From an optimization exercise on the open Yosys and OpenROAD flow, aimed at small area and a short achievable clock period; shortcuts taken in it are not production practice. At most, simulation tests tie the RTL to the original design; equivalence was not proved. Power and IR drop assume default switching activity.

== north ==
==> flow/design.v (excerpt) <==
module multi_speed_ctrl
#(
    parameter int NUM_CH      = 6,
    parameter int GP_BITS     = 16,
    parameter int DEADBAND    = 4,
    parameter int RAMP_STEP   = 1000,
    parameter int WDOG_CYCLES = 3000
) (
    input  logic                        clk,
    input  logic                        rst_n,
    input  logic                        avail,
    input  logic [7:0]                  data,
    input  logic [32*NUM_CH-1:0]        max_spd,
    output logic [32*NUM_CH-1:0]        tgt_spd,
    output logic [GP_BITS-1:0]          gp_out,
    output logic [8*NUM_CH+GP_BITS-1:0] latched_data,
    output logic                        frame_ok,
    output logic                        frame_err,
    output logic                        timeout
);
    localparam logic [1:0] IDLE    = 2'd0;
    localparam logic [1:0] PAYLOAD = 2'd1;
    localparam logic [1:0] CLOSE   = 2'd2;
    logic [1:0]  state_q, state_d;
    logic [3:0]  nibCnt_q, nibCnt_d;
    logic [63:0] shift_q;
    logic        shiftEn;
    logic [63:0] latched_q;      
    logic        frameOk_q, frameOk_d;
    logic        frameErr_q, frameErr_d;
    logic        rstd_q;         
    logic [4:0]  hex;
    logic        clearMult;
    always_comb begin
        state_d    = state_q;
        nibCnt_d   = nibCnt_q;
        shiftEn    = 1'b0;
        frameOk_d  = 1'b0;
        frameErr_d = 1'b0;
        hex        = multi_speed_ctrl_pkg::hexDecode(data);
        if (avail) begin
            if (data == multi_speed_ctrl_pkg::ASCII_LBRACK) begin
                state_d  = PAYLOAD;
                nibCnt_d = 4'd0;
            end else begin
                case (state_q)
                    PAYLOAD: begin
                        if (hex[4]) begin
                            shiftEn  = 1'b1;
                            nibCnt_d = nibCnt_q + 4'd1;
                            if (nibCnt_q == 4'd15) state_d = CLOSE;
                        end else begin
                            state_d    = IDLE;
                            frameErr_d = 1'b1;
                        end
                    end
                    CLOSE: begin
                        state_d = IDLE;
  ...
Size in the first run: roughly 10000 cells after synthesis, roughly 480 I/O pins, roughly 83000 sq um of cells after synthesis.
Settings: LEC_CHECK=0, ABC_AREA=1, CAP_MARGIN=5, CORE_MARGIN=2, CORE_UTILIZATION=40, CTS_BUF_LIST=sky130_fd_sc_hd__clkbuf_4 sky130_fd_sc_hd__clkbuf_8, PLACE_DENSITY=0.8, SETUP_SLACK_MARGIN=4.5, SLEW_MARGIN=5, SYNTH_HIERARCHICAL=1, SYNTH_MINIMUM_KEEP_SIZE=0; clock period 8.5 ns.
standard.sh (not shown) runs the stock make flow with config.mk's settings and CLKGATE_MAP_FILE= SYNTH_SCRIPT=/design/flow/synth_recipe.tcl, a recipe that flattens the netlist after the stock synthesis.
==> flow/flow/run.sh <==
#!/bin/bash
set -o pipefail
export BUFFER_PORTS_ARGS="-buffer_cell sky130_fd_sc_hd__buf_2"
bash standard.sh > standard.log 2>&1
Inputs modified between north and south:
--- a/flow/design.v
+++ b/flow/design.v
@@ -2431,70 +2431,49 @@
     assign d1203 = g900 ? tgt_q[29] : y1161;
     assign d1204 = g900 ? tgt_q[30] : y1162;
     assign d1205 = g900 ? tgt_q[31] : y1163;
     assign s_d = {1'b1, s285, s283, s281, s279, s277, s275, s273, s271, s269, s267, s265, s263, s261, s259, s257, s255, s253, s251, s249, s247, s245, s243, s241, s239, s237, s235, s233, s231, s229, s227, s225, s223};
     assign c_d = {1'b0, c286, c284, c282, c280, c278, c276, c274, c272, c270, c268, c266, c264, c262, c260, c258, c256, c254, c252, c250, c248, c246, c244, c242, c240, c238, c236, c234, c232, c230, c228, c226, c224};
     assign lc_d = g221;
     assign cmd = {y433, y432, y431, y430, y429, y428, y427, y426, y425, y424, y423, y422, y421, y420, y419, y418, y417, y416, y415, y414, y413, y412, y411, y410, y409, y408, y407, y406, y405, y404, y403, y402};
     assign e = {y759, y758, y757, y756, y755, y754, y753, y752, y751, y750, y749, y748, y747, y746, y745, y744, y743, y742, y741, y740, y739, y738, y737, y736, y735, y734, y733, y732, y731, y730, y729, y728, y727};
     assign eZ = z760 & z762 & z764 & z766 & z768 & z770 & z772 & z774 & z776 & z778 & z780 & z782 & z784 & z786 & z788 & z790 & z792 & z794 & z796 & z798 & z800 & z802 & z804;
     assign eO = o761 & o763 & o765 & o767 & o769 & o771 & o773 & o775 & o777 & o779 & o781 & o783 & o785 & o787 & o789 & o791 & o793 & o795 & o797 & o799 & o801 & o803 & o805;
     assign up = {u1184, u1183, u1182, u1181, u1180, u1179, u1178, u1177, u1176, u1175, u1174, u1173, u1172, u1171, u1170, u1169, u1168, u1167, u1166, u1165, u1164, y861, y860, y859, y858, y857, y856, y855, y854, y853, y852, tgt_q[0]};
     assign dn = {d1205, d1204, d1203, d1202, d1201, d1200, d1199, d1198, d1197, d1196, d1195, d1194, d1193, d1192, d1191, d1190, d1189, d1188, d1187, d1186, d1185, y911, y910, y909, y908, y907, y906, y905, y904, y903, y902, tgt_q[0]};
-    logic        eHi, eLo;
-    logic [31:0] tgt_d;
-    assign eHi = e[9:0] >= 10'd1000;
-    assign eLo = e[9:0] <= 10'd22;
-    slew_sel #(.W(8)) u_sel0 (.ez(eZ), .eo(eO), .es(e[32]), .hi(eHi), .lo(eLo), .zero(zero_i),
-        .up(up[7:0]), .dn(dn[7:0]), .cmd(cmd[7:0]), .d(tgt_d[7:0]));
-    slew_sel #(.W(8)) u_sel1 (.ez(eZ), .eo(eO), .es(e[32]), .hi(eHi), .lo(eLo), .zero(zero_i),
-        .up(up[15:8]), .dn(dn[15:8]), .cmd(cmd[15:8]), .d(tgt_d[15:8]));
-    slew_sel #(.W(8)) u_sel2 (.ez(eZ), .eo(eO), .es(e[32]), .hi(eHi), .lo(eLo), .zero(zero_i),
-        .up(up[23:16]), .dn(dn[23:16]), .cmd(cmd[23:16]), .d(tgt_d[23:16]));
-    slew_sel #(.W(8)) u_sel3 (.ez(eZ), .eo(eO), .es(e[32]), .hi(eHi), .lo(eLo), .zero(zero_i),
-        .up(up[31:24]), .dn(dn[31:24]), .cmd(cmd[31:24]), .d(tgt_d[31:24]));
+    assign over  = eZ ? (e[9:0] >= 10'd1000) : (~eO & ~e[32]);
+    assign under = eO ? (e[9:0] <= 10'd22)   : (~eZ &  e[32]);
+    assign tgt_nx = over ? up : under ? dn : cmd;
     always_ff @(posedge clk) begin
         s_q   <= s_d;
         c_q   <= c_d;
         lc_q  <= lc_d;
-        tgt_q <= tgt_d;
+        tgt_q <= zero_i ? 32'd0 : tgt_nx;
     end
     assign tgt_spd_o = tgt_q;
 endmodule
 module fa_cell (
     input  logic a, b, ci,
     output logic s, co
 );
     assign s  = a ^ b ^ ci;
     assign co = (a & b) | (a & ci) | (b & ci);
 endmodule
 module ha_cell (
     input  logic a, b,
     output logic s, co
 );
     assign s  = a ^ b;
     assign co = a & b;
 endmodule
-module slew_sel #(
-    parameter int W = 8
-) (
-    input  logic         ez, eo, es, hi, lo, zero,
-    input  logic [W-1:0] up, dn, cmd,
-    output logic [W-1:0] d
-);
-    logic over, under;
-    assign over  = ez ? hi : (~eo & ~es);
-    assign under = eo ? lo : (~ez &  es);
-    assign d = zero ? '0 : over ? up : under ? dn : cmd;
-endmodule
 module multi_speed_ctrl
 #(
     parameter int NUM_CH      = 6,
     parameter int GP_BITS     = 16,
     parameter int DEADBAND    = 4,
     parameter int RAMP_STEP   = 1000,
     parameter int WDOG_CYCLES = 3000
 ) (
     input  logic                        clk,
     input  logic                        rst_n,
     input  logic                        avail,
     input  logic [7:0]                  data,
## What came out
- Against north, south comes in 230 lower on total placed cells including tap cells.
- Note that the power drawn by the combinational cells recorded for north amounts to 1.7 times the value seen in south.
- Synthesized area on south is ahead of north.
- In south, wire length is higher than in north.
- Compared with north, in south internal portion of total power went down, overall power after layout lost 5.8 mW, logic depth of the worst setup path including buffers essentially unchanged.
- Changes observed in south relative to north: final design instance area without fill went down, worst slack at placement grew by 76 ps, synthesized cell count saw a decrease, core utilization rose 0.74 points.
The RTL of north was laid out without a check of its function.

[port drivers added, routing unchanged]
The flow's constraints put no driver on any port. The routed layouts listed below were extracted and timed again, unchanged, in two steps. Step 1: set_driving_cell puts a clkbuf_16 on clk and a buf_2 on each other input, an assumption about the parent block. Step 2 moves the port delays by t, midway between the first and last clock arrival at a register: inputs arrive t later, outputs are due t later. That takes back most of the time a late clock gives input paths. a / b / c = no drivers / after step 1 / after step 2; a / b = the first two.
| run | t, ns | setup WS [ns] | worst hold slack (ns) |
|---|---|---|---|
| north | 0.994 | 4.583 / 4.498 / 3.990 | 0.435 / 0.435 / 0.435 |
| south | 0.982 | 4.575 / 4.495 / 4.130 | 0.445 / 0.445 / 0.445 |
After both steps every run listed still meets setup and hold. For north, which loses most, drivers alone change the setup slack by -0.085 ns; drivers and shift together by -0.593 ns.
